Context: an optimization exercise on an open-source flow, tuned for a short achievable clock period and few clock cycles. The choices shown serve that exercise and are no tape-out recipe.
Where RTL was checked, it was by simulation tests only, not by an equivalence proof against the original.
The RTL of run 2 was laid out without a check of its function.
No activity file was given, so power comes from the tool's default toggle rates.

`flow/design.v`:
```
`timescale 1ns/1ps
package rv_isa_pkg;
	typedef enum logic [6:0] {
		OPC_OP     = 7'b0110011,  
		OPC_OP_IMM = 7'b0010011,  
		OPC_LUI    = 7'b0110111,
		OPC_LOAD   = 7'b0000011,
		OPC_STORE  = 7'b0100011,
		OPC_BRANCH = 7'b1100011,
		OPC_JAL    = 7'b1101111
	} opcode_e;
	typedef enum logic [2:0] {
		F3_ADD_BEQ_SB = 3'b000,
		F3_BNE_SH     = 3'b001,
		F3_SLT_SW     = 3'b010,
		F3_XOR        = 3'b100,
		F3_OR         = 3'b110,
		F3_AND        = 3'b111
	} funct3_e;
	typedef struct packed {
		logic [6:0] funct7;
		logic [4:0] rs2;
		logic [4:0] rs1;
		funct3_e    funct3;
		logic [4:0] rd;
		opcode_e    opcode;
	} r_fmt_t;
	typedef struct packed {
		logic [11:0] imm;
		logic [4:0]  rs1;
		funct3_e     funct3;
		logic [4:0]  rd;
		opcode_e     opcode;
	} i_fmt_t;
	typedef struct packed {
		logic [6:0] imm_hi;
		logic [4:0] rs2;
		logic [4:0] rs1;
		funct3_e    funct3;
		logic [4:0] imm_lo;
		opcode_e    opcode;
	} s_fmt_t;
	typedef struct packed {
		logic       imm_12;
		logic [5:0] imm_10_5;
		logic [4:0] rs2;
		logic [4:0] rs1;
		funct3_e    funct3;
		logic [3:0] imm_4_1;
		logic       imm_11;
		opcode_e    opcode;
	} b_fmt_t;
	typedef struct packed {
		logic [19:0] imm;
		logic [4:0]  rd;
		opcode_e     opcode;
	} u_fmt_t;
	typedef struct packed {
		logic       imm_20;
		logic [9:0] imm_10_1;
		logic       imm_11;
		logic [7:0] imm_19_12;
		logic [4:0] rd;
		opcode_e    opcode;
	} j_fmt_t;
	typedef union packed {
		r_fmt_t r_fmt;
		i_fmt_t i_fmt;
		s_fmt_t s_fmt;
		b_fmt_t b_fmt;
		u_fmt_t u_fmt;
		j_fmt_t j_fmt;
	} instr_u;
endpackage
`timescale 1ns/1ps
package cpu_ctrl_pkg;
	typedef enum logic [3:0] {
		S_IDLE,
		S_FETCH_SETUP,
		S_FETCH_ACCESS,
		S_DECODE,
		S_EXECUTE,
		S_MEM_SETUP,
		S_MEM_ACCESS,
		S_WRITEBACK,
		S_HALT
	} cpu_state_e;
	typedef enum logic [2:0] {
		ALU_ADD,
		ALU_SUB,
		ALU_AND,
		ALU_OR,
		ALU_XOR,
		ALU_SLT  
	} alu_op_e;
	typedef enum logic [1:0] {
		WB_ALU,
		WB_MEM,
		WB_PC4,
		WB_IMM
	} wb_sel_e;
endpackage
`timescale 1ns/1ps
module ks_pg32 (
	input  logic [31:0] p,
	input  logic [31:0] g,
	input  logic        cin,
	output logic [31:0] s
);
	logic [31:0] gl [0:5];
	logic [31:0] pl [0:5];
	assign gl[0] = g;
	assign pl[0] = p;
	for (genvar l = 0; l < 5; l++) begin : lvl
		localparam int D = 1 << l;
		for (genvar i = 0; i < 32; i++) begin : bitl
			if (i < D) begin : pass
				c_inv u_g (.a(gl[l][i]), .y(gl[l + 1][i]));
				assign pl[l + 1][i] = 1'b0;  
			end else begin : comb
				if (l % 2 == 0) begin : t
					c_a21oi u_g (.a1(pl[l][i]), .a2(gl[l][i - D]), .b1(gl[l][i]), .y(gl[l + 1][i]));
					if (i >= 2 * D) begin : pp
						c_nand2 u_p (.a(pl[l][i]), .b(pl[l][i - D]), .y(pl[l + 1][i]));
					end else begin : np
						assign pl[l + 1][i] = 1'b0;  
					end
				end else begin : n
					c_o21ai u_g (.a1(pl[l][i]), .a2(gl[l][i - D]), .b1(gl[l][i]), .y(gl[l + 1][i]));
					if (i >= 2 * D) begin : pp
						c_nor2 u_p (.a(pl[l][i]), .b(pl[l][i - D]), .y(pl[l + 1][i]));
					end else begin : np
						assign pl[l + 1][i] = 1'b0;  
					end
				end
			end
		end
	end
	c_xor2 u_s0 (.a(p[0]), .b(cin), .y(s[0]));
	for (genvar i = 1; i < 32; i++) begin : sm
		c_xnor2 u_s (.a(p[i]), .b(gl[5][i - 1]), .y(s[i]));
	end
endmodule
module ks_add32 (
	input  logic [31:0] a,
	input  logic [31:0] b,
	output logic [31:0] s
);
	logic [31:0] p, g;
	for (genvar i = 0; i < 32; i++) begin : pg
		c_xor2 u_p (.a(a[i]), .b(b[i]), .y(p[i]));
		c_and2 u_g (.a(a[i]), .b(b[i]), .y(g[i]));
	end
	ks_pg32 u_ks (.p(p), .g(g), .cin(1'b0), .s(s));
endmodule
module inc4_32 (
	input  logic [31:0] a,
	output logic [31:0] s
);
	logic [29:0] al [0:5];
	assign al[0] = a[31:2];
	for (genvar l = 0; l < 5; l++) begin : lvl
		localparam int D = 1 << l;
		for (genvar i = 0; i < 30; i++) begin : bitl
			if (i < D) begin : pass
				c_inv u_a (.a(al[l][i]), .y(al[l + 1][i]));
			end else if (l % 2 == 0) begin : t
				c_nand2 u_a (.a(al[l][i]), .b(al[l][i - D]), .y(al[l + 1][i]));
			end else begin : n
				c_nor2 u_a (.a(al[l][i]), .b(al[l][i - D]), .y(al[l + 1][i]));
			end
		end
	end
	assign s[1:0] = a[1:0];
	c_inv u_s0 (.a(a[2]), .y(s[2]));
	for (genvar i = 1; i < 30; i++) begin : sm
		c_xnor2 u_s (.a(a[i + 2]), .b(al[5][i - 1]), .y(s[i + 2]));
	end
endmodule
module ks_pg32c (
	input  logic [31:0] p,
	input  logic [31:0] g,
	input  logic        cin,
	output logic [31:0] s
);
	logic [31:0] gl [0:5];
	logic [31:0] pl [0:5];
	assign gl[0] = g;
	assign pl[0] = p;
	for (genvar l = 0; l < 5; l++) begin : lvl
		localparam int D = 1 << l;
		for (genvar i = 0; i < 32; i++) begin : bitl
			if (i < D) begin : pass
				c_inv u_g (.a(gl[l][i]), .y(gl[l + 1][i]));
				c_inv u_p (.a(pl[l][i]), .y(pl[l + 1][i]));
			end else if (l % 2 == 0) begin : t
				c_a21oi u_g (.a1(pl[l][i]), .a2(gl[l][i - D]), .b1(gl[l][i]), .y(gl[l + 1][i]));
				c_nand2 u_p (.a(pl[l][i]), .b(pl[l][i - D]), .y(pl[l + 1][i]));
			end else begin : n
				c_o21ai u_g (.a1(pl[l][i]), .a2(gl[l][i - D]), .b1(gl[l][i]), .y(gl[l + 1][i]));
				c_nor2  u_p (.a(pl[l][i]), .b(pl[l][i - D]), .y(pl[l + 1][i]));
			end
		end
	end
	logic        cin_n;
	logic [31:0] c;
	c_inv u_ci (.a(cin), .y(cin_n));
	assign c[0] = cin;
	for (genvar i = 1; i < 32; i++) begin : cy
		c_o21ai u_c (.a1(pl[5][i - 1]), .a2(cin_n), .b1(gl[5][i - 1]), .y(c[i]));
	end
	for (genvar i = 0; i < 32; i++) begin : sm
		c_xor2 u_s (.a(p[i]), .b(c[i]), .y(s[i]));
	end
endmodule
`timescale 1ns/1ps
module rf_read (
	input  logic [31:1][31:0] rf,
	input  logic [4:0]        idx,
	input  logic [31:1]       fwd_m,   
	input  logic [4:0]        fwd_rd,  
	input  logic              fwd_en,  
	input  logic [31:0]       fwd_v,
	output logic [31:0]       v
);
	logic [31:0] oh;
	logic        fsel;
	rf_dec u_dec (.idx(idx), .fwd_m(fwd_m), .fwd_rd(fwd_rd), .fwd_en(fwd_en), .oh(oh), .fsel(fsel));
	for (genvar b = 0; b < 32; b++) begin : bitr
		logic [15:0] l1;
		logic [3:0]  l2;
		logic [1:0]  l3;
		c_a22oi u_p0 (.a1(rf[1][b]), .a2(oh[1]), .b1(fwd_v[b]), .b2(fsel), .y(l1[0]));
		for (genvar k = 1; k < 16; k++) begin : pr
			c_a22oi u_p (.a1(rf[2 * k][b]), .a2(oh[2 * k]), .b1(rf[2 * k + 1][b]),
				.b2(oh[2 * k + 1]), .y(l1[k]));
		end
		for (genvar k = 0; k < 4; k++) begin : q
			c_nand4 u_q (.a(l1[4 * k]), .b(l1[4 * k + 1]), .c(l1[4 * k + 2]), .d(l1[4 * k + 3]),
				.y(l2[k]));
		end
		c_nor2  u_h0 (.a(l2[0]), .b(l2[1]), .y(l3[0]));
		c_nor2  u_h1 (.a(l2[2]), .b(l2[3]), .y(l3[1]));
		c_nand2 u_o  (.a(l3[0]), .b(l3[1]), .y(v[b]));
	end
endmodule
module rf_dec (
	input  logic [4:0]  idx,
	input  logic [31:1] fwd_m,
	input  logic [4:0]  fwd_rd,
	input  logic        fwd_en,
	output logic [31:0] oh,
	output logic        fsel
);
	logic [4:0] idx_n;
	logic [7:0] lo_n;
	logic [3:0] hi_n;
	for (genvar i = 0; i < 5; i++) begin : iv
		c_inv u_i (.a(idx[i]), .y(idx_n[i]));
	end
	for (genvar k = 0; k < 8; k++) begin : lo
		c_nand3 u_l (.a(k[0] ? idx[0] : idx_n[0]), .b(k[1] ? idx[1] : idx_n[1]),
			.c(k[2] ? idx[2] : idx_n[2]), .y(lo_n[k]));
	end
	for (genvar h = 0; h < 4; h++) begin : hi
		c_nand2 u_h (.a(h[0] ? idx[3] : idx_n[3]), .b(h[1] ? idx[4] : idx_n[4]), .y(hi_n[h]));
	end
	assign oh[0] = 1'b0;
	for (genvar r = 1; r < 32; r++) begin : ln
		c_nor3 u_o (.a(hi_n[r >> 3]), .b(lo_n[r & 7]), .c(fwd_m[r]), .y(oh[r]));
	end
	logic [4:0] eqb;
	logic [1:0] fn;
	for (genvar i = 0; i < 5; i++) begin : eq
		c_xnor2 u_e (.a(idx[i]), .b(fwd_rd[i]), .y(eqb[i]));
	end
	c_nand3 u_f0 (.a(eqb[0]), .b(eqb[1]), .c(eqb[2]), .y(fn[0]));
	c_nand3 u_f1 (.a(eqb[3]), .b(eqb[4]), .c(fwd_en), .y(fn[1]));
	c_nor2  u_f2 (.a(fn[0]), .b(fn[1]), .y(fsel));
endmodule
`timescale 1ns/1ps
module c_inv (input logic a, output logic y);
	assign y = ~a;
endmodule
module c_nand2 (input logic a, b, output logic y);
	assign y = ~(a & b);
endmodule
module c_nor2 (input logic a, b, output logic y);
	assign y = ~(a | b);
endmodule
module c_nand4 (input logic a, b, c, d, output logic y);
	assign y = ~(a & b & c & d);
endmodule
module c_xor2 (input logic a, b, output logic y);
	assign y = a ^ b;
endmodule
module c_xnor2 (input logic a, b, output logic y);
	assign y = ~(a ^ b);
endmodule
module c_a22oi (input logic a1, a2, b1, b2, output logic y);
	assign y = ~((a1 & a2) | (b1 & b2));
endmodule
module c_a21oi (input logic a1, a2, b1, output logic y);
	assign y = ~((a1 & a2) | b1);
endmodule
module c_o21ai (input logic a1, a2, b1, output logic y);
	assign y = ~((a1 | a2) & b1);
endmodule
module c_a21o (input logic a1, a2, b1, output logic y);
	assign y = (a1 & a2) | b1;
endmodule
module c_and2 (input logic a, b, output logic y);
	assign y = a & b;
endmodule
module c_a222oi (input logic a1, a2, b1, b2, c1, c2, output logic y);
	assign y = ~((a1 & a2) | (b1 & b2) | (c1 & c2));
endmodule
module c_nand3 (input logic a, b, c, output logic y);
	assign y = ~(a & b & c);
endmodule
module c_nor3 (input logic a, b, c, output logic y);
	assign y = ~(a | b | c);
endmodule
`timescale 1ns/1ps
`timescale 1ns/1ps
module cpu (
	input  logic                       APB_PCLK,
	input  logic                       APB_PRESETn,
	output logic [32-1:0] paddr,
	output logic [32-1:0] pwdata,
	input  logic [32-1:0] prdata,
	output logic                       psel,
	output logic                       penable,
	output logic                       pwrite,
	output logic [3:0]                 pstrb,
	input  logic                       pready,
	output logic                       halted,
	output logic [32-1:0] pc
);
	logic s_idle, s_fs, s_fa, s_bb, s_bm, s_ms, s_ma, s_halt;
	logic psel_q, penable_q, pwrite_q;
	logic [31:0] iw;
	logic [6:0]  opc;
	logic [2:0]  f3;
	logic        d_op, d_opi, d_lui, d_ld, d_st, d_br, d_jal, d_mem, d_halt;
	assign iw   = prdata;
	assign opc  = iw[6:0];
	assign f3   = iw[14:12];
	assign d_op   = opc[4] & ~opc[2] & opc[5];
	assign d_opi  = opc[4] & ~opc[2] & ~opc[5];
	assign d_lui  = opc[4] & opc[2];
	assign d_ld   = ~opc[4] & ~opc[6] & ~opc[5];
	assign d_st   = ~opc[4] & ~opc[6] & opc[5];
	assign d_br   = ~opc[4] & opc[6] & ~opc[2];
	assign d_jal  = ~opc[4] & opc[6] & opc[2];
	assign d_mem  = ~opc[4] & ~opc[6];
	assign d_halt = (iw == 32'h0000_0000);
	logic fa_done, ma_done;
	assign fa_done = s_fa & pready;
	assign ma_done = s_ma & pready;
	logic [31:1][31:0] rf;
	logic [31:1]       rd1h_q;
	logic [31:0]       res_q;
	logic              pend_q;
	logic [4:0]        rdb_q;
	logic [31:1]       fwd_m;
	logic              fwd_en;
	assign fwd_m  = rd1h_q & {31{pend_q}};
	assign fwd_en = pend_q & (rdb_q != 5'd0);
	always_ff @(posedge APB_PCLK) begin
		for (int r = 1; r < 32; r++) begin
			if (pend_q & rd1h_q[r]) rf[r] <= res_q;
		end
	end
	logic [31:0] rs1_val, rs2_val;
	rf_read u_rd1 (.rf(rf), .idx(iw[19:15]), .fwd_m(fwd_m), .fwd_rd(rdb_q), .fwd_en(fwd_en),
		.fwd_v(res_q), .v(rs1_val));
	rf_read u_rd2 (.rf(rf), .idx(iw[24:20]), .fwd_m(fwd_m), .fwd_rd(rdb_q), .fwd_en(fwd_en),
		.fwd_v(res_q), .v(rs2_val));
	logic [31:0] imm_i, imm_s, imm_u, imm_b, imm_j;
	assign imm_i = {{20{iw[31]}}, iw[31:20]};
	assign imm_s = {{20{iw[31]}}, iw[31:25], iw[11:7]};
	assign imm_u = {iw[31:12], 12'b0};
	assign imm_b = {{19{iw[31]}}, iw[31], iw[7], iw[30:25], iw[11:8], 1'b0};
	assign imm_j = {{11{iw[31]}}, iw[31], iw[19:12], iw[20], iw[30:21], 1'b0};
	logic [31:0] pc_q;
	logic [31:0] pc_plus4;
	inc4_32 u_padd (.a(pc_q), .s(pc_plus4));
	logic        inv, use_rs2, s_a, s_b, s_c;
	logic [31:0] b_imm, bimm_x, b_pass;
	logic [31:0] pg_x, pg_xn, pg_y, pg_p, pg_g, rs2_n;
	assign inv     = (d_op & f3 == 3'b000 & iw[30]) | ((d_op | d_opi) & f3 == 3'b010);
	assign use_rs2 = d_op | d_br;
	assign b_imm   = d_st ? imm_s : imm_i;
	assign bimm_x  = b_imm ^ {32{inv}};
	assign s_a     = use_rs2 & ~inv;
	assign s_b     = use_rs2 & inv;
	assign s_c     = ~use_rs2;
	logic [31:0] pg_t1, pg_t2, pg_u1, pg_u2, pg_in;
	for (genvar i = 0; i < 32; i++) begin : pgb
		c_xor2   u_x  (.a(rs1_val[i]), .b(rs2_val[i]), .y(pg_x[i]));
		c_xnor2  u_xn (.a(rs1_val[i]), .b(rs2_val[i]), .y(pg_xn[i]));
		c_xor2   u_y  (.a(rs1_val[i]), .b(bimm_x[i]), .y(pg_y[i]));
		c_a22oi  u_t1 (.a1(pg_x[i]), .a2(s_a), .b1(pg_xn[i]), .b2(s_b), .y(pg_t1[i]));
		c_nand2  u_t2 (.a(pg_y[i]), .b(s_c), .y(pg_t2[i]));
		c_nand2  u_p  (.a(pg_t1[i]), .b(pg_t2[i]), .y(pg_p[i]));
		c_inv    u_r2 (.a(rs2_val[i]), .y(rs2_n[i]));
		c_a22oi  u_u1 (.a1(rs2_val[i]), .a2(s_a), .b1(rs2_n[i]), .b2(s_b), .y(pg_u1[i]));
		c_nand2  u_u2 (.a(bimm_x[i]), .b(s_c), .y(pg_u2[i]));
		c_nand2  u_in (.a(pg_u1[i]), .b(pg_u2[i]), .y(pg_in[i]));
		c_and2   u_g  (.a(rs1_val[i]), .b(pg_in[i]), .y(pg_g[i]));
	end
	assign b_pass = d_lui ? imm_u : pc_plus4;
	logic [31:0] p_q, g_q, b_q, s_q, imm_q;
	logic        cin_q;
	logic        sel_sum_q, sel_slt_q, sel_xor_q, sel_or_q, sel_and_q, sel_b_q;
	logic        jal_q, bne_q;
	logic [1:0]  sz_q;
	always_ff @(posedge APB_PCLK) begin
		p_q   <= pg_p;
		g_q   <= pg_g;
		b_q   <= b_pass;
		s_q   <= rs2_val;
		imm_q <= d_jal ? imm_j : imm_b;
		cin_q <= inv;
		sel_sum_q <= (d_op | d_opi) & f3 == 3'b000;
		sel_slt_q <= (d_op | d_opi) & f3 == 3'b010;
		sel_xor_q <= (d_op | d_opi) & f3 == 3'b100;
		sel_or_q  <= (d_op | d_opi) & f3 == 3'b110;
		sel_and_q <= (d_op | d_opi) & f3 == 3'b111;
		sel_b_q   <= d_lui | d_jal;
		jal_q <= d_jal;
		bne_q <= f3[0];
		sz_q  <= f3[1:0];
	end
	logic ld_q;
	logic [31:0] pc4_q;
	always_ff @(posedge APB_PCLK) begin
		if (fa_done) begin
			ld_q   <= d_ld;
			pc4_q  <= pc_plus4;
			rdb_q  <= iw[11:7];
			for (int r = 1; r < 32; r++) rd1h_q[r] <= (iw[11:7] == 5'(r));
		end
	end
	logic [31:0] sum;
	ks_pg32c u_add (.p(p_q), .g(g_q), .cin(cin_q), .s(sum));
	logic        take;
	logic [31:0] tgt;
	assign take = jal_q | ((p_q == 32'd0) ^ bne_q);
	ks_add32 u_tadd (.a(pc_q), .b(imm_q), .s(tgt));
	logic [3:0]  strb_c;
	logic [31:0] wdat_c;
	always_comb begin
		case (sz_q)
			2'b00:   strb_c = 4'b0001 << sum[1:0];
			2'b01:   strb_c = sum[1] ? 4'b1100 : 4'b0011;
			default: strb_c = 4'b1111;
		endcase
		case (sz_q)
			2'b00:   wdat_c = {4{s_q[7:0]}};
			2'b01:   wdat_c = {2{s_q[15:0]}};
			default: wdat_c = s_q;
		endcase
	end
	logic [31:0] paddr_q;
	logic [3:0]  strb_q;
	logic [31:0] wdat_q;
	logic        direct;
	assign direct = fa_done & ~d_halt & ~d_br & ~d_jal & ~d_mem;
	always_ff @(posedge APB_PCLK) begin
		if (!APB_PRESETn) begin
			pc_q    <= 32'h0000_0000;
			paddr_q <= 32'h0000_0000;
		end else begin
			if (direct) begin
				pc_q    <= pc_plus4;
				paddr_q <= pc_plus4;
			end else if (s_bb) begin
				pc_q    <= take ? tgt : pc4_q;
				paddr_q <= take ? tgt : pc4_q;
			end else if (s_bm) begin
				paddr_q <= sum;
			end else if (ma_done) begin
				pc_q    <= pc4_q;
				paddr_q <= pc4_q;
			end
		end
	end
	always_ff @(posedge APB_PCLK) begin
		if (s_bm) begin
			strb_q <= strb_c;
			wdat_q <= wdat_c;
		end
	end
	logic [31:0] raw_q;
	logic [31:0] res, res_e;
	logic        k1, k2n, res0_n;
	assign res_e = ({32{sel_xor_q}} & p_q) |
		({32{sel_or_q}} & (p_q | g_q)) |
		({32{sel_and_q}} & g_q) |
		({32{sel_b_q}} & b_q);
	assign k1  = sel_slt_q & p_q[31];
	assign k2n = ~((sel_slt_q & ~p_q[31] & g_q[31]) | res_e[0]);
	c_a22oi u_r0a (.a1(sum[0]), .a2(sel_sum_q), .b1(sum[31]), .b2(k1), .y(res0_n));
	c_nand2 u_r0b (.a(res0_n), .b(k2n), .y(res[0]));
	for (genvar i = 1; i < 32; i++) begin : rs
		c_a21o u_r (.a1(sum[i]), .a2(sel_sum_q), .b1(res_e[i]), .y(res[i]));
	end
	always_ff @(posedge APB_PCLK) begin
		raw_q <= prdata;
	end
	logic go_alu_q, go_ld_q;
	always_ff @(posedge APB_PCLK) begin
		if (go_alu_q | go_ld_q) res_q <= go_ld_q ? raw_q : res;
	end
	logic n_fs, n_fa, n_bb, n_bm, n_ms, n_ma;
	assign n_fs = s_idle | direct | s_bb | ma_done;
	assign n_fa = s_fs | (s_fa & ~pready);
	assign n_bb = fa_done & ~d_halt & (d_br | d_jal);
	assign n_bm = fa_done & ~d_halt & d_mem;
	assign n_ms = s_bm;
	assign n_ma = s_ms | (s_ma & ~pready);
	always_ff @(posedge APB_PCLK) begin
		if (!APB_PRESETn) begin
			s_idle    <= 1'b1;
			s_fs      <= 1'b0;
			s_fa      <= 1'b0;
			s_bb      <= 1'b0;
			s_bm      <= 1'b0;
			s_ms      <= 1'b0;
			s_ma      <= 1'b0;
			s_halt    <= 1'b0;
			psel_q    <= 1'b0;
			penable_q <= 1'b0;
			pwrite_q  <= 1'b0;
			go_alu_q  <= 1'b0;
			go_ld_q   <= 1'b0;
			pend_q    <= 1'b0;
		end else begin
			s_idle    <= 1'b0;
			s_fs      <= n_fs;
			s_fa      <= n_fa;
			s_bb      <= n_bb;
			s_bm      <= n_bm;
			s_ms      <= n_ms;
			s_ma      <= n_ma;
			s_halt    <= s_halt | (fa_done & d_halt);
			psel_q    <= n_fs | n_fa | n_ms | n_ma;
			penable_q <= n_fa | n_ma;
			pwrite_q  <= fa_done ? (d_st & ~d_halt) : ma_done ? 1'b0 : pwrite_q;
			go_alu_q  <= fa_done & ~d_halt & (d_op | d_opi | d_lui | d_jal);
			go_ld_q   <= ma_done & ld_q;
			pend_q    <= go_alu_q | go_ld_q;
		end
	end
	assign psel    = psel_q;
	assign penable = penable_q;
	assign pwrite  = pwrite_q;
	assign halted  = s_halt;
	assign pc      = pc_q;
	assign pstrb   = strb_q;
	assign paddr   = paddr_q;
	assign pwdata  = wdat_q;
endmodule
```
`flow/run.sh`:
```
#!/bin/bash
# synth_recipe.tcl (not shown) runs the flow's synth.tcl, then flattens the netlist and writes it again
# the make line also repeats each setting of config.mk as NAME=value (left out here)
make -C /OpenROAD-flow-scripts/flow DESIGN_CONFIG=/design/flow/config.mk WORK_HOME=/design/flow/orfs CLKGATE_MAP_FILE= SYNTH_SCRIPT=/design/flow/synth_recipe.tcl finish
```
`flow/config.mk`:
```
export PLATFORM = sky130hd
export DESIGN_NAME = cpu
export DESIGN_NICKNAME = cpu
export VERILOG_FILES = /design/flow/design.v
export SDC_FILE = /design/flow/constraint.sdc
export NUM_CORES = 4
export LEC_CHECK = 0
export CAP_MARGIN = 30
export CORE_MARGIN = 2
export CORE_UTILIZATION = 55
export SETUP_SLACK_MARGIN = 4.3
export SLEW_MARGIN = 30
export SYNTH_HIERARCHICAL = 1
export SYNTH_MINIMUM_KEEP_SIZE = 0
```
`flow/constraint.sdc`:
```
create_clock -name core_clock -period 7.0 [get_ports {APB_PCLK}]
set_input_delay 1.4000 -clock core_clock [delete_from_list [all_inputs] [get_ports {APB_PCLK}]]
set_output_delay 1.4000 -clock core_clock [all_outputs]
set_load 0.01 [all_outputs]
```
==> metrics.md, run 1 <==
| Metric | Value |
|---|---|
| Placed inst area | `about 0.073 mm2` |
| Share of post-route cells with drive strength above 1 | `44.7%` |
| Part of the cycle the worst path needs | `a little under half` |
| Die ar. | `0.126 mm2` |
| Crit start category | `input pin` |
| GPL Wtd Cong | `1.02` |
| P per Cell Area | `233 mW/mm2` |
| First drt pass iteration count | `9` |
| WL per Instance | `37.7 um` |
| Port bufs | `138` |
| Hold depth | `2` |
| Worst path cell trace | `buf_12, clkinvlp_4, buf_6, buf_6, nand3_4, nor3_4, buf_12, buf_12, buf_6, a22oi_2, nand4_1, nor2_4, nand2_4, xor2_2, a22oi_2, nand2_1` |
| Critical path type | `in -> reg` |
| Peak supply drop | `0.297 mV` |
| Num ports | `139` |
| Htree depth | `4` |
| Clock Tree Buf Depth | `3` |
| CTS Hold Bufs | `0` |
| CP max FO | `5` |
| Fin util | `69.3%` |
| Final Cell Area | `0.0847 mm2` |
| Req. time, crit path | `7.70 ns` |
| Final net count | `5,801` |
| Rel. slew slack | `about a third` |
| Slowest-stage cell, CP | `nand4_1` |
| Core area | `0.122 mm2` |
| Fin. max-slew vios | `0` |
| Unrepaired setup endpoints after global routing | `yes` |
| Mapped Avg Cell Area | `approximately 13 um2` |
| 1st-iter DRT viols | `8,482` |
| Crit path DAT | `about 4.0 ns` |
| Mapped cell area | `0.0679 mm2` |
| Sum Neg Setup Slack | `0 ns` |
| Kind of cell adding the most delay to the critical path | `simple AND/OR/NAND/NOR gates` |
| Endpoint, Worst Hold | `pwrite_q$_SDFFE_PN0P_` |
| Filler instances | `8,469` |
| DRT Wirelength | `roughly 280,000 um` |
| Synth warn | `18` |
| Final setup viols | `0` |
| Cells after Synth | `5,056` |
| Initial Util | `a little under three fifths` |
| Pin count of the biggest net entering global routing | `between 70 and 80` |
| GRT Overall Usage | `a little over two fifths` |
| Total area of sequential cells | `between 0.03 and 0.04 mm2` |
| Reg2Reg Launch Point | `pend_q$_SDFF_PN0_` |
| CP Buf/Inv Count | `7` |
| Leakage | `0.0277 uW` |
| Final Hold Vio Count | `0` |
| Gr ovfl total | `0` |
| CTS sink cnt | `1,388` |
| Status | `timing/DRC/antenna clean` |
| R2R cell count | `15` |
| Vias in the first global route | `a little under 50,000` |
| Initial antenna violation count | `13` |
| Worst Setup End Kind | `flop` |
| DRC | `0` |
| Tmin final | `~3.3 ns` |
| Worst path max stage delay | `0.41 ns` |
| Reg2reg setup slack | `just under 4 ns` |
| HP Start | `pwrite_q$_SDFFE_PN0P_` |
| Post-route ant nets | `0` |
| Row cnt | `roughly 130` |
| FF-to-FF End | `p_q[16]$_DFF_P_` |
| Die Y | `between 300 and 400 um` |
| Die width | `355 um` |
| Vias/cell | `between 7 and 8` |
| CTS tree | `yes` |
| Max_cap viols | `0` |
| Global-route wire length before repair | `380,000 um` |
| Tightest Pin Transition | `1.02 ns` |
| CTS Buf Count | `~150` |
| Multi-input gate area | `0.0300 mm2` |
| Fmax | `slightly above 0.3 GHz` |
| Final Skew | `0.0293 ns` |
| Clk Latency, worst-skew pair | `0.81 ns` |
| Placed wire-length estimate | `171,000 um` |
| Worst-path clk slew | `0.06 ns` |
| Root buffer cell | `clkbuf_16` |
| Vias | `53,425` |
| P&R area growth vs syn | `24.8%` |
| HP Class | `reg -> reg` |
-- layout make-up --
cell class	count	area share, %
Timing Repair Buffer	654	9.25
Antenna cell	10	0.0295
Clock buffer	209	4.87
Inverter	218	0.995
Multi-Input combinational cell	3355	35.4
Clock inverter	64	0.676
Sequential cell	1388	46.4
Tap cell	1625	2.40
-- flip-flops by register name, summed over array words and instances (netlist names), 32 cells and up --
name     flops
pc4_q       32
res_q       32
g_q         32
wdat_q      32
paddr_q     32
pc_q        32
rf         992
s_q         32
p_q         32
b_q         32
-- worst max path at each step --
stage | startpoint | to | slack (ns) | cells past startpoint
floorplan | prdata[4] | g_q[0]$_DFF_P_ | 2.66 | 7
global placement | prdata[22] | g_q[18]$_DFF_P_ | 1.59 | 13
detailed placement | prdata[21] | p_q[10]$_DFF_P_ | 1.56 | 12
CTS | prdata[15] | p_q[1]$_DFF_P_ | 4.05 | 14
global route | prdata[20] | g_q[3]$_DFF_P_ | 3.75 | 19
finish | prdata[20] | p_q[0]$_DFF_P_ | 3.75 | 16
-- placed cells by master (no fill, tap or decap), drive strengths merged, types with 5 or more instances in the layout --
master / n
a21o: 43
a21oi: 179
a222oi: 31
a22oi: 1089
a31oi: 66
and2: 124
buf: 600
bufbuf: 12
bufinv: 5
clkbuf: 228
clkdlybuf4s50: 8
clkinv: 47
clkinvlp: 10
dfxtp: 259
diode: 10
dlygate4sd2: 10
edfxtp: 1129
inv: 220
mux2: 73
mux2i: 13
nand2: 413
nand2b: 24
nand3: 22
nand3b: 7
nand4: 323
nor2: 353
nor3: 67
nor4: 12
o21a: 21
o21ai: 162
o221ai: 64
xnor2: 107
xor2: 135
-- power by group --
group,switching (uW),internal (uW)
sequential,435,9040
combinational,1590,881
clock,3430,4330
total,5460,14200
-- worst min-delay path, delay by kind of cell, from the launching register on --
family,cells,cell delay (ns)
simple gates,1,0.07
compound gates,1,0.05
flops,1,0.31
-- routing by layer --
layer,routed length [um],track usage (%),up-vias
met5,13,0,-
met4,18700,23.4,2
met3,37700,12.1,859
met2,124000,63.3,4004
met1,104000,57.1,26923
li1,-,-,21637
-- stage by stage --
step                cells  setup slack [ns]  total power, uW  hold slack, ns
finish               7523              3.75            19700           0.468
global route         7513              3.75            20100           0.486
CTS                  7405              4.05            19400           0.470
detailed placement   6923              1.56            11600           0.464
global placement     6917              1.59            11600           0.449
floorplan            5057              2.66            10600           0.430
-- timing repair --
| item | CTS | global route |
|---|---|---|
| setup buffers | 182 | 85 |
| gates cloned | 27 | 23 |
| pin swaps | 198 | 242 |
| resized for setup | 1158 | 233 |
| setup endpoints to repair | 287 | 216 |
Testbench counts, summed over its fixed seeds: cycles 56,255.
==> run 2, diff against run 1 <==
--- a/flow/design.v
+++ b/flow/design.v
@@ -389,5 +389,5 @@
 	logic        inv, use_rs2, s_a, s_b, s_c;
 	logic [31:0] b_imm, bimm_x, b_pass;
-	logic [31:0] pg_x, pg_xn, pg_y, pg_p, pg_g, rs2_n;
+	logic [31:0] rs2_n;
 	assign inv     = (d_op & f3 == 3'b000 & iw[30]) | ((d_op | d_opi) & f3 == 3'b010);
 	assign use_rs2 = d_op | d_br;
@@ -397,20 +397,13 @@
 	assign s_b     = use_rs2 & inv;
 	assign s_c     = ~use_rs2;
-	logic [31:0] pg_t1, pg_t2, pg_u1, pg_u2, pg_in;
-	for (genvar i = 0; i < 32; i++) begin : pgb
-		c_xor2   u_x  (.a(rs1_val[i]), .b(rs2_val[i]), .y(pg_x[i]));
-		c_xnor2  u_xn (.a(rs1_val[i]), .b(rs2_val[i]), .y(pg_xn[i]));
-		c_xor2   u_y  (.a(rs1_val[i]), .b(bimm_x[i]), .y(pg_y[i]));
-		c_a22oi  u_t1 (.a1(pg_x[i]), .a2(s_a), .b1(pg_xn[i]), .b2(s_b), .y(pg_t1[i]));
-		c_nand2  u_t2 (.a(pg_y[i]), .b(s_c), .y(pg_t2[i]));
-		c_nand2  u_p  (.a(pg_t1[i]), .b(pg_t2[i]), .y(pg_p[i]));
+	logic [31:0] bb_u1, bb_u2, bb;
+	for (genvar i = 0; i < 32; i++) begin : bbm
 		c_inv    u_r2 (.a(rs2_val[i]), .y(rs2_n[i]));
-		c_a22oi  u_u1 (.a1(rs2_val[i]), .a2(s_a), .b1(rs2_n[i]), .b2(s_b), .y(pg_u1[i]));
-		c_nand2  u_u2 (.a(bimm_x[i]), .b(s_c), .y(pg_u2[i]));
-		c_nand2  u_in (.a(pg_u1[i]), .b(pg_u2[i]), .y(pg_in[i]));
-		c_and2   u_g  (.a(rs1_val[i]), .b(pg_in[i]), .y(pg_g[i]));
+		c_a22oi  u_u1 (.a1(rs2_val[i]), .a2(s_a), .b1(rs2_n[i]), .b2(s_b), .y(bb_u1[i]));
+		c_nand2  u_u2 (.a(bimm_x[i]), .b(s_c), .y(bb_u2[i]));
+		c_nand2  u_bb (.a(bb_u1[i]), .b(bb_u2[i]), .y(bb[i]));
 	end
 	assign b_pass = d_lui ? imm_u : pc_plus4;
-	logic [31:0] p_q, g_q, b_q, s_q, imm_q;
+	logic [31:0] a_q, bb_q, b_q, s_q, imm_q;
 	logic        cin_q;
 	logic        sel_sum_q, sel_slt_q, sel_xor_q, sel_or_q, sel_and_q, sel_b_q;
@@ -418,6 +411,6 @@
 	logic [1:0]  sz_q;
 	always_ff @(posedge APB_PCLK) begin
-		p_q   <= pg_p;
-		g_q   <= pg_g;
+		a_q   <= rs1_val;
+		bb_q  <= bb;
 		b_q   <= b_pass;
 		s_q   <= rs2_val;
@@ -444,5 +437,9 @@
 		end
 	end
-	logic [31:0] sum;
+	logic [31:0] sum, p_q, g_q;
+	for (genvar i = 0; i < 32; i++) begin : pg
+		c_xor2 u_p (.a(a_q[i]), .b(bb_q[i]), .y(p_q[i]));
+		c_and2 u_g (.a(a_q[i]), .b(bb_q[i]), .y(g_q[i]));
+	end
 	ks_pg32c u_add (.p(p_q), .g(g_q), .cin(cin_q), .s(sum));
 	logic        take;
==> flow/flow/run.sh (new file) <==
#!/bin/bash
# The standard ORFS layout, with gate resizing allowed to change a cell's footprint
# (the sky130hd platform otherwise limits the timing repair to same-footprint swaps).
# The synthesis step is the standard one, unchanged.
set -euo pipefail
bash standard.sh synth > synth.log 2>&1
bash standard.sh MATCH_CELL_FOOTPRINT=0 finish > layout.log 2>&1
==> flow/standard.sh (new file) <==
#!/bin/bash
# synth_recipe.tcl (not shown) runs the flow's synth.tcl, then flattens the netlist and writes it again
# the make line also repeats each setting of config.mk as NAME=value (left out here)
make -C /OpenROAD-flow-scripts/flow DESIGN_CONFIG=/design/flow/config.mk WORK_HOME=/design/flow/orfs CLKGATE_MAP_FILE= SYNTH_SCRIPT=/design/flow/synth_recipe.tcl "${@:-finish}"
removed: flow/run.sh
==> run 2 against run 1 <==
Combinational power rose by 15%. Largest power group unchanged. Non-clock buffer count rose by 118. Routed wire length rose by 3.4%. Maximum frequency rose by 1.9%. Die area fell by 1.8%. Final cell count fell by 0.74%. Utilization rose by 1.4 points. Highest routed layer unchanged. Sequential power fell by 2.1%. Synthesized cell count fell by 3.2%. Sequential share of layout area fell by 0.15 points. Global-route usage rose by 1.7 points. Register-to-register slack improved by 0.03 ns. Still clean on timing, DRC and antenna.
==> metrics.md, run 2 <==
| Metric | Value |
|---|---|
| Global-route wire length before repair | `389,000 um` |
| Mapped Avg Cell Area | `approximately 14 um2` |
| Hold depth | `2` |
| Row cnt | `127` |
| Tightest Pin Transition | `1.01 ns` |
| Final Hold Vio Count | `0` |
| CTS sink cnt | `1,388` |
| Cells after Synth | `4,896` |
| DRC | `0` |
| Die Y | `between 300 and 400 um` |
| Total area of sequential cells | `0.0393 mm2` |
| Synth warn | `18` |
| Vias | `roughly 54,000` |
| Gr ovfl total | `0` |
| FF-to-FF End | `bb_q[16]$_DFF_P_` |
| Vias/cell | `roughly 7.2` |
| Tot Pwr | `between 15,000 and 20,000 uW` |
| Fin. max-slew vios | `0` |
| Mapped cell area | `0.0667 mm2` |
| Crit path DAT | `3.90 ns` |
| Max_cap viols | `0` |
| GPL Wtd Cong | `just over 1` |
| Die ar. | `between 0.1 and 0.15 mm2` |
| Endpoint, Worst Hold | `pwrite_q$_SDFFE_PN0P_` |
| CP max FO | `7` |
| DRT Wirelength | `about 290,000 um` |
| P per Cell Area | `between 200 and 250 mW/mm2` |
| Htree depth | `4` |
| Non-filler cells in the finished layout | `7,467` |
| R2R cell count | `12` |
| Unrepaired setup endpoints after global routing | `yes` |
| Most frequent cells in the layout | `edfxtp_1, a22oi_2, buf_4` |
| Sum Neg Setup Slack | `0 ns` |
| Largest register FFs | `992` |
| Placed wire-length estimate | `between 150,000 and 200,000 um` |
| Fmax | `0.313 GHz` |
| Rel. slew slack | `31.9%` |
| Worst setup margin | `3.81 ns` |
| Multi-input gate area | `0.0294 mm2` |
| 1st-iter DRT viols | `approximately 9,300` |
| HP Start | `pwrite_q$_SDFFE_PN0P_` |
| CTS tree | `yes` |
| Critical path type | `in -> reg` |
| Initial antenna violation count | `13` |
| Initial Util | `55.5%` |
| Pin count of the biggest net entering global routing | `between 70 and 80` |
| Status | `timing/DRC/antenna clean` |
| Worst Setup End Kind | `flop` |
| Placed Instances | `6,747` |
| First drt pass iteration count | `9` |
| Post-route ant nets | `0` |
| Core area | `roughly 0.12 mm2` |
| WL per Instance | `39.3 um` |
| Dpl ws | `1.43 ns` |
| CTS Buf Count | `147` |
| Leakage | `0.0279 uW` |
| Final setup viols | `0` |
| CTS Hold Bufs | `0` |
| Die width | `about 350 um` |
| Final Skew | `roughly 0.068 ns` |
| Reg2reg setup slack | `3.92 ns` |
| Biggest register | `rf` |
| Final net count | `5,758` |
| Reg2Reg Launch Point | `pend_q$_SDFF_PN0_` |
| Share of post-route cells with drive strength above 1 | `47.3%` |
| Clk Latency, worst-skew pair | `0.82 ns` |
| Filler instances | `roughly 8,300` |
| P&R area growth vs syn | `27.4%` |
| Clock Tree Buf Depth | `3` |
| Tmin final | `3.19 ns` |
| Root buffer cell | `clkbuf_16` |
| HP Class | `reg -> reg` |
| Part of the cycle the worst path needs | `45.6%` |
| Commonest non-fill, non-tap cell in the layout | `edfxtp_1` |
| Crit start category | `input pin` |
| Port bufs | `138` |
| Worst-path clk slew | `0.06 ns` |
| Vias in the first global route | `49,855` |
| Num ports | `139` |
| CP startpoint | `prdata[22]` |
| Peak supply drop | `approximately 0.31 mV` |
| Req. time, crit path | `7.71 ns` |
| GRT Overall Usage | `44.5%` |
==> run 2: cell types whose count changed in the layout (fill, tap and decap cells not counted), sizes merged, moves of 32 or more <==
cell | before | now
xnor2 | 107 | 75
xor2 | 135 | 103
clkbuf | 228 | 283
a22oi | 1089 | 1057
buf | 600 | 666
nand2 | 413 | 349
==> run 2: per-stage QoR <==
stage          util, %  hold WS [ns]  instance area, um2
3_5_place_dp      60.0         0.469               72000
3_3_place_gp      59.9         0.460               71900
4_1_cts           68.5         0.476               82300
6_report          70.7         0.471               85000
2_1_floorplan        -         0.430               67300
5_1_grt           70.7         0.497               85000
==> run 2: repair_timing <==
item,in CTS,in global routing
endpoints found under the setup margin,310,237
setup buffers,272,125
pin swaps,241,144
cloned,26,16
resized for setup,1104,317
==> run 2: routing by layer <==
metal,routed length [um],GRT usage [%],vias up
met5,155,0,-
li1,-,-,21314
met1,105000,58.9,27002
met3,43900,15.3,1023
met2,122000,63.6,4642
met4,21900,26.1,10
==> run 2: how the worst max path moves through the flow <==
| stage | end | cells after the start | slack [ns] |
|---|---|---|---|
| after floorplan | bb_q[0]$_DFF_P_ | 10 | 3.41 |
| after global placement | bb_q[15]$_DFF_P_ | 11 | 1.49 |
| after detailed placement | bb_q[15]$_DFF_P_ | 11 | 1.43 |
| after CTS | bb_q[7]$_DFF_P_ | 15 | 4.11 |
| after global routing | bb_q[24]$_DFF_P_ | 16 | 3.91 |
| final | bb_q[16]$_DFF_P_ | 14 | 3.81 |
==> run 2: worst max-delay path, cell delays in order <==
cell	delay, ns
buf_12	0.09
clkinvlp_4	0.15
buf_6	0.16
nand3_4	0.08
buf_12	0.14
nor3_4	0.05
buf_12	0.14
clkbuf_16	0.19
a22oi_2	0.14
nand4_1	0.49
nor2_2	0.43
nand2_2	0.14
a22oi_2	0.20
nand2_1	0.07
==> run 2: cell type report <==
cell class | instances | area share (%)
Timing Repair Buffer | 772 | 10.3
Clock buffer | 201 | 4.86
Tap cell | 1612 | 2.37
Multi-Input combinational cell | 3196 | 34.6
Clock inverter | 71 | 0.658
Antenna cell | 9 | 0.0265
Sequential cell | 1388 | 46.3
Inverter | 218 | 1.01
==> run 2: report_power, final <==
part           switching (uW)  internal, uW  total [uW]
Sequential                258          9020        9280
Clock                    3420          4280        7700
Combinational            1860           978        2840
==> run 3, diff against run 2 <==
--- a/flow/design.v
+++ b/flow/design.v
@@ -224,8 +224,15 @@
 	output logic [31:0]       v
 );
-	logic [31:0] oh;
-	logic        fsel;
-	rf_dec u_dec (.idx(idx), .fwd_m(fwd_m), .fwd_rd(fwd_rd), .fwd_en(fwd_en), .oh(oh), .fsel(fsel));
+	logic [3:0][31:0] ohg;
+	logic [3:0]       fselg;
+	for (genvar d = 0; d < 4; d++) begin : dg
+		rf_dec u_dec (.idx(idx), .fwd_m(fwd_m), .fwd_rd(fwd_rd), .fwd_en(fwd_en), .oh(ohg[d]),
+			.fsel(fselg[d]));
+	end
 	for (genvar b = 0; b < 32; b++) begin : bitr
+		logic [31:0] oh;
+		logic        fsel;
+		assign oh   = ohg[b / 8];
+		assign fsel = fselg[b / 8];
 		logic [15:0] l1;
 		logic [3:0]  l2;
@@ -322,4 +329,7 @@
 	assign y = ~(a | b | c);
 endmodule
+module c_mux2 (input logic a0, a1, s, output logic y);
+	assign y = s ? a1 : a0;
+endmodule
 `timescale 1ns/1ps
 `timescale 1ns/1ps
@@ -387,4 +397,6 @@
 	logic [31:0] pc_plus4;
 	inc4_32 u_padd (.a(pc_q), .s(pc_plus4));
+	logic [31:0] tgt_j;
+	ks_add32 u_jadd (.a(pc_q), .b(imm_j), .s(tgt_j));
 	logic        inv, use_rs2, s_a, s_b, s_c;
 	logic [31:0] b_imm, bimm_x, b_pass;
@@ -408,5 +420,5 @@
 	logic        cin_q;
 	logic        sel_sum_q, sel_slt_q, sel_xor_q, sel_or_q, sel_and_q, sel_b_q;
-	logic        jal_q, bne_q;
+	logic        bne_q;
 	logic [1:0]  sz_q;
 	always_ff @(posedge APB_PCLK) begin
@@ -415,5 +427,5 @@
 		b_q   <= b_pass;
 		s_q   <= rs2_val;
-		imm_q <= d_jal ? imm_j : imm_b;
+		imm_q <= imm_b;
 		cin_q <= inv;
 		sel_sum_q <= (d_op | d_opi) & f3 == 3'b000;
@@ -423,5 +435,4 @@
 		sel_and_q <= (d_op | d_opi) & f3 == 3'b111;
 		sel_b_q   <= d_lui | d_jal;
-		jal_q <= d_jal;
 		bne_q <= f3[0];
 		sz_q  <= f3[1:0];
@@ -445,5 +456,5 @@
 	logic        take;
 	logic [31:0] tgt;
-	assign take = jal_q | ((p_q == 32'd0) ^ bne_q);
+	assign take = (p_q == 32'd0) ^ bne_q;
 	ks_add32 u_tadd (.a(pc_q), .b(imm_q), .s(tgt));
 	logic [3:0]  strb_c;
@@ -465,55 +476,69 @@
 	logic [31:0] wdat_q;
 	logic        direct;
+	logic        jump;
 	assign direct = fa_done & ~d_halt & ~d_br & ~d_jal & ~d_mem;
+	assign jump   = fa_done & ~d_halt & d_jal;
+	logic        a_dir, a_jmp, a_tgt, a_pc4, a_sum, a_hold_p, a_hold_a;
+	logic [31:0] pc_nxt, paddr_nxt;
+	assign a_dir    = APB_PRESETn & direct;
+	assign a_jmp    = APB_PRESETn & jump;
+	assign a_tgt    = APB_PRESETn & s_bb & take;
+	assign a_pc4    = APB_PRESETn & ((s_bb & ~take) | ma_done);
+	assign a_sum    = APB_PRESETn & s_bm;
+	assign a_hold_p = APB_PRESETn & ~(direct | jump | s_bb | ma_done);
+	assign a_hold_a = APB_PRESETn & ~(direct | jump | s_bb | s_bm | ma_done);
+	for (genvar i = 0; i < 32; i++) begin : pcn
+		logic n1, n2, n3, n4, m1, m3;
+		c_a22oi u_n1 (.a1(tgt[i]), .a2(a_tgt), .b1(pc4_q[i]), .b2(a_pc4), .y(n1));
+		c_a22oi u_n2 (.a1(pc_plus4[i]), .a2(a_dir), .b1(sum[i]), .b2(a_sum), .y(n2));
+		c_nand2 u_n3 (.a(paddr_q[i]), .b(a_hold_a), .y(n3));
+		c_nand2 u_n4 (.a(tgt_j[i]), .b(a_jmp), .y(n4));
+		c_nand4 u_a  (.a(n1), .b(n2), .c(n3), .d(n4), .y(paddr_nxt[i]));
+		c_nand2 u_m1 (.a(pc_plus4[i]), .b(a_dir), .y(m1));
+		c_nand2 u_m3 (.a(pc_q[i]), .b(a_hold_p), .y(m3));
+		c_nand4 u_p  (.a(n1), .b(m1), .c(m3), .d(n4), .y(pc_nxt[i]));
+	end
 	always_ff @(posedge APB_PCLK) begin
-		if (!APB_PRESETn) begin
-			pc_q    <= 32'h0000_0000;
-			paddr_q <= 32'h0000_0000;
-		end else begin
-			if (direct) begin
-				pc_q    <= pc_plus4;
-				paddr_q <= pc_plus4;
-			end else if (s_bb) begin
-				pc_q    <= take ? tgt : pc4_q;
-				paddr_q <= take ? tgt : pc4_q;
-			end else if (s_bm) begin
-				paddr_q <= sum;
-			end else if (ma_done) begin
-				pc_q    <= pc4_q;
-				paddr_q <= pc4_q;
-			end
-		end
+		pc_q    <= pc_nxt;
+		paddr_q <= paddr_nxt;
+	end
+	logic [35:0] sw_nxt;
+	for (genvar i = 0; i < 36; i++) begin : swm
+		c_mux2 u_m (.a0(i < 32 ? wdat_q[i % 32] : strb_q[i % 4]), .a1(i < 32 ? wdat_c[i % 32] : strb_c[i % 4]),
+			.s(s_bm), .y(sw_nxt[i]));
 	end
 	always_ff @(posedge APB_PCLK) begin
-		if (s_bm) begin
-			strb_q <= strb_c;
-			wdat_q <= wdat_c;
-		end
+		wdat_q <= sw_nxt[31:0];
+		strb_q <= sw_nxt[35:32];
 	end
 	logic [31:0] raw_q;
-	logic [31:0] res, res_e;
-	logic        k1, k2n, res0_n;
+	logic [31:0] res_e, res_o;
+	logic        go_alu_q, go_ld_q;
+	logic        k_sum, k1, k2n, res0_n;
 	assign res_e = ({32{sel_xor_q}} & p_q) |
 		({32{sel_or_q}} & (p_q | g_q)) |
 		({32{sel_and_q}} & g_q) |
 		({32{sel_b_q}} & b_q);
-	assign k1  = sel_slt_q & p_q[31];
-	assign k2n = ~((sel_slt_q & ~p_q[31] & g_q[31]) | res_e[0]);
-	c_a22oi u_r0a (.a1(sum[0]), .a2(sel_sum_q), .b1(sum[31]), .b2(k1), .y(res0_n));
-	c_nand2 u_r0b (.a(res0_n), .b(k2n), .y(res[0]));
+	assign res_o = ({32{go_alu_q}} & res_e) | ({32{go_ld_q}} & raw_q) |
+		({32{~(go_alu_q | go_ld_q)}} & res_q);
+	assign k_sum = go_alu_q & sel_sum_q;
+	assign k1    = go_alu_q & sel_slt_q & p_q[31];
+	assign k2n   = ~((go_alu_q & sel_slt_q & ~p_q[31] & g_q[31]) | res_o[0]);
+	logic [31:0] res_nxt;
+	c_a22oi u_r0a (.a1(sum[0]), .a2(k_sum), .b1(sum[31]), .b2(k1), .y(res0_n));
+	c_nand2 u_r0b (.a(res0_n), .b(k2n), .y(res_nxt[0]));
 	for (genvar i = 1; i < 32; i++) begin : rs
-		c_a21o u_r (.a1(sum[i]), .a2(sel_sum_q), .b1(res_e[i]), .y(res[i]));
+		c_a21o u_r (.a1(sum[i]), .a2(k_sum), .b1(res_o[i]), .y(res_nxt[i]));
 	end
 	always_ff @(posedge APB_PCLK) begin
 		raw_q <= prdata;
 	end
-	logic go_alu_q, go_ld_q;
 	always_ff @(posedge APB_PCLK) begin
-		if (go_alu_q | go_ld_q) res_q <= go_ld_q ? raw_q : res;
+		res_q <= res_nxt;
 	end
 	logic n_fs, n_fa, n_bb, n_bm, n_ms, n_ma;
-	assign n_fs = s_idle | direct | s_bb | ma_done;
+	assign n_fs = s_idle | direct | jump | s_bb | ma_done;
 	assign n_fa = s_fs | (s_fa & ~pready);
-	assign n_bb = fa_done & ~d_halt & (d_br | d_jal);
+	assign n_bb = fa_done & ~d_halt & d_br;
 	assign n_bm = fa_done & ~d_halt & d_mem;
 	assign n_ms = s_bm;
==> run 3 against run 2 <==
Utilization increased by 1.3 points. Clock skew down 0.025 ns. Register-to-register slack gained 0.07 ns.
==> metrics.md, run 3 <==
| Metric | Value |
|---|---|
| Worst-path clk slew | `0.06 ns` |
| Mapped cell area | `0.0703 mm2` |
| Crit path DAT | `approximately 3.8 ns` |
| Leakage | `0.0296 uW` |
| Worst Setup End Kind | `flop` |
| Clock Tree Buf Depth | `3` |
| CTS Buf Count | `approximately 150` |
| WL per Instance | `36.2 um` |
| Num ports | `approximately 140` |
| Filler instances | `between 8,000 and 9,000` |
| Cells after Synth | `5,462` |
| P&R area growth vs syn | `30.4%` |
| Most frequent cells in the layout | `a22oi_2, edfxtp_1, nand2_1` |
| Max_cap viols | `0` |
| Die ar. | `0.131 mm2` |
| Port bufs | `138` |
| Largest register FFs | `992` |
| Kind of cell adding the most delay to the critical path | `simple AND/OR/NAND/NOR gates` |
| Vias in the first global route | `~54,000` |
| Placed wire-length estimate | `approximately 190,000 um` |
| Seq pwr share | `45.2%` |
| Initial antenna violation count | `25` |
| Vias/cell | `about 7.1` |
| Tightest Pin Transition | `around 1.1 ns` |
| Vias | `about 58,000` |
| Final Skew | `0.0431 ns` |
| P per Cell Area | `approximately 230 mW/mm2` |
| Final net count | `6,421` |
| CP Buf/Inv Count | `4` |
| Crit start category | `input pin` |
| Root buffer cell | `clkbuf_16` |
| Rel. slew slack | `roughly 28%` |
| Unrepaired setup endpoints after global routing | `yes` |
| Fin. max-slew vios | `0` |
| Core area | `between 0.1 and 0.15 mm2` |
| Clock share of power | `39.8%` |
| Initial Util | `55.3%` |
| Setup crit end | `a_q[16]$_DFF_P_` |
| Clk Latency, worst-skew pair | `about 0.82 ns` |
| Commonest non-fill, non-tap cell in the layout | `a22oi_2` |
| GRT Overall Usage | `about 43%` |
| 1st-iter DRT viols | `between 9,000 and 10,000` |
| Reg2Reg Launch Point | `rd1h_q[26]$_DFFE_PP_` |
| CP max FO | `15` |
| CTS Hold Bufs | `0` |
| Pin count of the biggest net entering global routing | `41` |
| Global-route wire length before repair | `about 400,000 um` |
| Slowest-stage cell, CP | `nor2_1` |
| Req. time, crit path | `around 7.6 ns` |
| Reg2reg setup slack | `approximately 4.0 ns` |
| DRC | `0` |
| Htree depth | `4` |
| Net Sw Power | `5790 uW` |
| FF-to-FF End | `a_q[16]$_DFF_P_` |
| GPL Wtd Cong | `between 1 and 1.5` |
| CTS tree | `yes` |
| R2R cell count | `9` |
| Die width | `362 um` |
| CP startpoint | `prdata[16]` |
| Final Hold Vio Count | `0` |
| Mapped Avg Cell Area | `12.9 um2` |
| DRT Wirelength | `296,000 um` |
| Gr ovfl total | `0` |
| Status | `timing/DRC/antenna clean` |
| Fmax | `between 0.3 and 0.4 GHz` |
| Tmin final | `3.21 ns` |
| Worst path cell trace | `buf_12, buf_16, clkinvlp_4, buf_4, nand3_4, nor3_4, a22oi_2, nand4_1, nor2_1, nand2_1` |
| Worst path max stage delay | `0.58 ns` |
| Share of post-route cells with drive strength above 1 | `49.5%` |
| Die Y | `between 300 and 400 um` |
| Final hold slack | `0.473 ns` |
| First drt pass iteration count | `10` |
| Row cnt | `131` |
| Critical path type | `in -> reg` |
| Post-route ant nets | `0` |
| Biggest register | `rf` |
| Sw frac | `28.1%` |
| HP Class | `reg -> reg` |
| WP depth | `10` |
| Final setup viols | `0` |
| Peak supply drop | `approximately 0.27 mV` |
| Synth warn | `20` |
| Part of the cycle the worst path needs | `45.8%` |
| Sum Neg Setup Slack | `0 ns` |
| Internal power | `about 15,000 uW` |
| Logic gate share of total power | `15.0%` |
| CTS sink cnt | `roughly 1,400` |
-- run 3: what timing repair did --
action                      CTS  global route
setup endpoints to repair   497           170
buffers inserted            349           170
gates cloned                 20            14
resized for setup          1203           272
pin swaps                   226           173
-- run 3: through the flow --
stage / power (uW) / util (%) / std cells / setup WS [ns] / cell area, um2
3_3_place_gp: 11800 / 58.7 / 7337 / 2.27 / 74600
5_1_grt: 21000 / 72.0 / 8175 / 3.91 / 91600
4_1_cts: 20200 / 69.4 / 7983 / 4.19 / 88200
2_1_floorplan: 10700 / - / 5465 / 3.35 / 70500
6_report: 20600 / 72.1 / 8187 / 3.79 / 91700
3_5_place_dp: 11800 / 58.8 / 7343 / 2.24 / 74800
-- run 3: layer usage --
layer | up-vias | wire (um) | GRT usage [%]
li1 | 23427 | - | -
met1 | 29091 | 109000 | 57.6
met2 | 4702 | 126000 | 61.3
met3 | 1003 | 41700 | 14.1
met4 | 16 | 18700 | 21.5
met5 | - | 341 | 0
-- run 3: how the worst min path moves through the flow --
stage,start,endpoint,slack [ns],cells past startpoint
CTS,s_idle$_DFF_P_,s_fs$_SDFF_PN0_,0.47,2
floorplan,s_idle$_DFF_P_,s_fs$_SDFF_PN0_,0.43,2
global route,s_idle$_DFF_P_,s_fs$_SDFF_PN0_,0.49,2
detailed placement,paddr_q[4]$_DFF_P_,paddr_q[4]$_DFF_P_,0.46,2
global placement,s_idle$_DFF_P_,s_fs$_SDFF_PN0_,0.44,2
finish,paddr_q[28]$_DFF_P_,paddr_q[28]$_DFF_P_,0.47,2
-- run 3: area by class of cell --
| type | instances | area [um2] | share of cell area, % |
|---|---|---|---|
| flip-flops and latches | 1374 | 38400 | 41.9 |
| multi-input cells | 3824 | 35800 | 39.0 |
| repair buffers | 798 | 9340 | 10.2 |
| clock buffers | 202 | 4330 | 4.73 |
| well taps | 1662 | 2080 | 2.27 |
| inverters | 238 | 957 | 1.04 |
| clock inverters | 69 | 738 | 0.805 |
| diodes | 19 | 47.5 | 0.0519 |
| repair inverters | 1 | 7.51 | 0.00819 |
-- run 3: power by group through the flow --
stage / registers, uW / logic [uW] / clock network [uW]
after floorplan: 9490 / 1200 / 0
after global placement: 9440 / 2350 / 0
after detailed placement: 9450 / 2370 / 0
after CTS: 9290 / 2680 / 8200
after global routing: 9320 / 3150 / 8520
final: 9310 / 3100 / 8210
-- run 3: worst register-to-register path, cell delays in order, from the launching register on --
cell and delay, ns:
edfxtp_1 0.62, and2_4 0.28, buf_12 0.17, buf_4 0.30
nor3_4 0.10, buf_12 0.17, a22oi_2 0.23, nand4_1 0.17
nor2_1 0.58, nand2_1 0.21
Testbench counts of run 3, summed over its fixed seeds: cycles 54,967.
==> run 4, diff against run 3 <==
==> flow/run.sh (new file) <==
#!/bin/bash
# synth_recipe.tcl (not shown) runs the flow's synth.tcl, then flattens the netlist and writes it again
# the make line also repeats each setting of config.mk as NAME=value (left out here)
make -C /OpenROAD-flow-scripts/flow DESIGN_CONFIG=/design/flow/config.mk WORK_HOME=/design/flow/orfs CLKGATE_MAP_FILE= SYNTH_SCRIPT=/design/flow/synth_recipe.tcl finish
removed: flow/flow/run.sh
removed: flow/standard.sh
==> run 4 against run 3 <==
Critical path depth did not move. First-iteration DRC count fell by 3.1%. Routed wire length fell by 1.4%. Global-route usage fell by 0.29 points. Via count fell by 1.5%. Final area fell by 0.49%. Clock power fell by 2.6%. Utilization fell by 0.36 points. Final cell count fell by 0.49%. Register-to-register slack improved by 0.12 ns. Sequential cell count did not move.
==> metrics.md, run 4 <==
| Metric | Value |
|---|---|
| Setup crit end | `a_q[20]$_DFF_P_` |
| Mapped cell area | `0.0703 mm2` |
| Status | `timing/DRC/antenna clean` |
| Worst-path clk slew | `0.06 ns` |
| First drt pass iteration count | `12` |
| P per Cell Area | `224 mW/mm2` |
| Final setup viols | `0` |
| Vias in the first global route | `54,106` |
| Worst Setup End Kind | `flop` |
| Commonest non-fill, non-tap cell in the layout | `a22oi_2` |
| Pin count of the biggest net entering global routing | `41` |
| Num ports | `139` |
| FF-to-FF End | `a_q[20]$_DFF_P_` |
| Placed inst area | `0.0750 mm2` |
| Part of the cycle the worst path needs | `42.5%` |
| Vias/cell | `7.04` |
| Largest register FFs | `992` |
| Worst path max stage delay | `0.44 ns` |
| Leakage | `0.0294 uW` |
| CP startpoint | `prdata[15]` |
| Fin. max-slew vios | `0` |
| Most frequent cells in the layout | `a22oi_2, edfxtp_1, nand2_1` |
| GPL Wtd Cong | `~1.0` |
| DRC | `0` |
| Reg2reg setup slack | `4.11 ns` |
| CTS Buf Count | `around 150` |
| Tmin final | `roughly 3 ns` |
| Crit path DAT | `roughly 3.6 ns` |
| Worst path cell trace | `buf_6, buf_16, inv_1, nand3_2, nor3_4, buf_12, a22oi_2, nand4_1, nor2_1, nand2_1` |
| Final net count | `6,389` |
| Req. time, crit path | `7.61 ns` |
| Cells after Synth | `5,462` |
| Reg2Reg Launch Point | `pend_q$_SDFF_PN0_` |
| Global-route wire length before repair | `396,000 um` |
| Placed wire-length estimate | `184,000 um` |
| Clock Tree Buf Depth | `3` |
| Clk Latency, worst-skew pair | `0.80 ns` |
| Fmax | `0.336 GHz` |
| CP Buf/Inv Count | `4` |
| Crit start category | `input pin` |
| Die ar. | `0.131 mm2` |
| Peak supply drop | `0.260 mV` |
| Hold depth | `2` |
| Htree depth | `4` |
| Max_cap viols | `0` |
| WP depth | `10` |
| Die width | `362 um` |
| CTS tree | `yes` |
| Die Y | `362 um` |
| Biggest register | `rf` |
| Tightest Pin Transition | `0.964 ns` |
| Root buffer cell | `clkbuf_16` |
| Non-filler cells in the finished layout | `8,147` |
| Slowest-stage cell, CP | `nor2_1` |
| Filler instances | `8,472` |
| Rel. slew slack | `35.7%` |
| Port bufs | `about 140` |
| P&R area growth vs syn | `29.7%` |
| Final Skew | `0.0387 ns` |
| Core area | `0.127 mm2` |
| Initial antenna violation count | `21` |
| Mapped Avg Cell Area | `12.9 um2` |
| Share of post-route cells with drive strength above 1 | `48.9%` |
| Gr ovfl total | `0` |
| CP max FO | `8` |
| Initial Util | `55.3%` |
| Unrepaired setup endpoints after global routing | `yes` |
| Row cnt | `131` |
| GRT Overall Usage | `between 40% and 50%` |
| R2R cell count | `10` |
| Post-route ant nets | `0` |
| Synth warn | `20` |
| Placed Instances | `approximately 7,400` |
| CTS sink cnt | `1,374` |
| CTS Hold Bufs | `0` |
| Vias | `~57,000` |
| WL per Instance | `35.9 um` |
| Critical path type | `in -> reg` |
| Final Cell Area | `around 0.09 mm2` |
| DRT Wirelength | `292,000 um` |
| Kind of cell adding the most delay to the critical path | `simple AND/OR/NAND/NOR gates` |
| HP Class | `reg -> reg` |
| 1st-iter DRT viols | `8,761` |
| Final Hold Vio Count | `0` |
| Final hold slack | `0.465 ns` |
| Sum Neg Setup Slack | `0 ns` |
[run 4: metal layers]
layer / share of wire (%) / global-route usage [%] / vias to the layer above
met1: 37 / 57.1 / 28672
met2: 42 / 61.4 / 4367
met5: 0.038 / 0 / -
li1: - / - / 23332
met4: 7.4 / 23.8 / 10
met3: 14 / 12.1 / 986
[run 4: worst min-delay path by stage]
stage                                    end                from
after floorplan              s_fs$_SDFF_PN0_      s_idle$_DFF_P_
after global placement       s_fs$_SDFF_PN0_      s_idle$_DFF_P_
after detailed placement     s_fs$_SDFF_PN0_      s_idle$_DFF_P_
after CTS                    s_fs$_SDFF_PN0_      s_idle$_DFF_P_
after global routing      wdat_q[29]$_DFF_P_  wdat_q[29]$_DFF_P_
final                        s_fs$_SDFF_PN0_      s_idle$_DFF_P_
[run 4: report_power, final]
| group | switching [uW] | leakage [uW] | internal [uW] |
|---|---|---|---|
| clock network | 3370 | 0.00235 | 4630 |
| registers | 251 | 0.0125 | 9080 |
| logic | 2140 | 0.0146 | 1010 |
| total | 5760 | 0.0294 | 14700 |
[run 4: area by class of cell]
class                   count  area [um2]  area share [%]
clock buffers             199        4110            4.51
repair inverters            1        5.00         0.00549
multi-input cells        3819       35900            39.3
repair buffers            773        9010            9.88
diodes                     12        30.0          0.0329
clock inverters            69         793           0.870
well taps                1662        2080            2.28
flip-flops and latches   1374       38400            42.1
inverters                 238         950            1.04
[run 4: through the flow]
stage	power [uW]	setup slack, ns	util [%]
after CTS	20000	4.20	69.0
after detailed placement	11800	2.33	59.0
final	20500	4.03	71.7
after global routing	20900	4.12	71.7
after global placement	11800	2.40	58.7
after floorplan	10700	3.35	-
[run 4: timing repair]
item	CTS	global route
setup endpoints to repair	453	164
setup buffers	344	137
endpoints found under the hold margin	0	0
gates cloned	15	13
pin swaps	239	173
gates resized for setup	1270	311
[run 4: tightest hold or removal path: stages (launching register included)]
cell	delay, ns
dfxtp_1	0.31
nor2_1	0.05
nor2_1	0.07

[re-timing with driven ports]
In the flow no input, the clock included, has a driving cell. The finished layouts below were timed again as built, in two steps.
Step 1 (the two cells are an assumption about what drives the block):
set clk [get_ports {APB_PCLK}]
set_driving_cell -lib_cell sky130_fd_sc_hd__clkbuf_16 $clk
set_driving_cell -lib_cell sky130_fd_sc_hd__buf_2 [delete_from_list [all_inputs] $clk]
Step 2 adds t to the input delays and takes it off the output delays; t is the mean of the earliest and latest rising clock arrival at the registers after step 1. Input paths then give back, and output paths get back, about the clock's delay inside the block.
Three values: no drivers, after step 1, after step 2; two values: the first two.
run | t, ns | setup WS [ns] | worst slew at a driven data input, ns | pins driven straight from the clock port
run 1 | 0.884 | 3.746 / 3.746 / 2.862 | 0.08 | 1
run 2 | 0.865 | 3.806 / 3.793 / 2.928 | 0.18 | 1
run 3 | 0.873 | 3.795 / 3.789 / 2.916 | 0.26 | 1
run 4 | 0.870 | 4.027 / 3.926 / 3.056 | 0.36 | 1
After both steps every run listed still meets setup and hold. The setup slack of run 4, which loses most, moves by -0.101 ns with the drivers and by -0.971 ns with both steps.
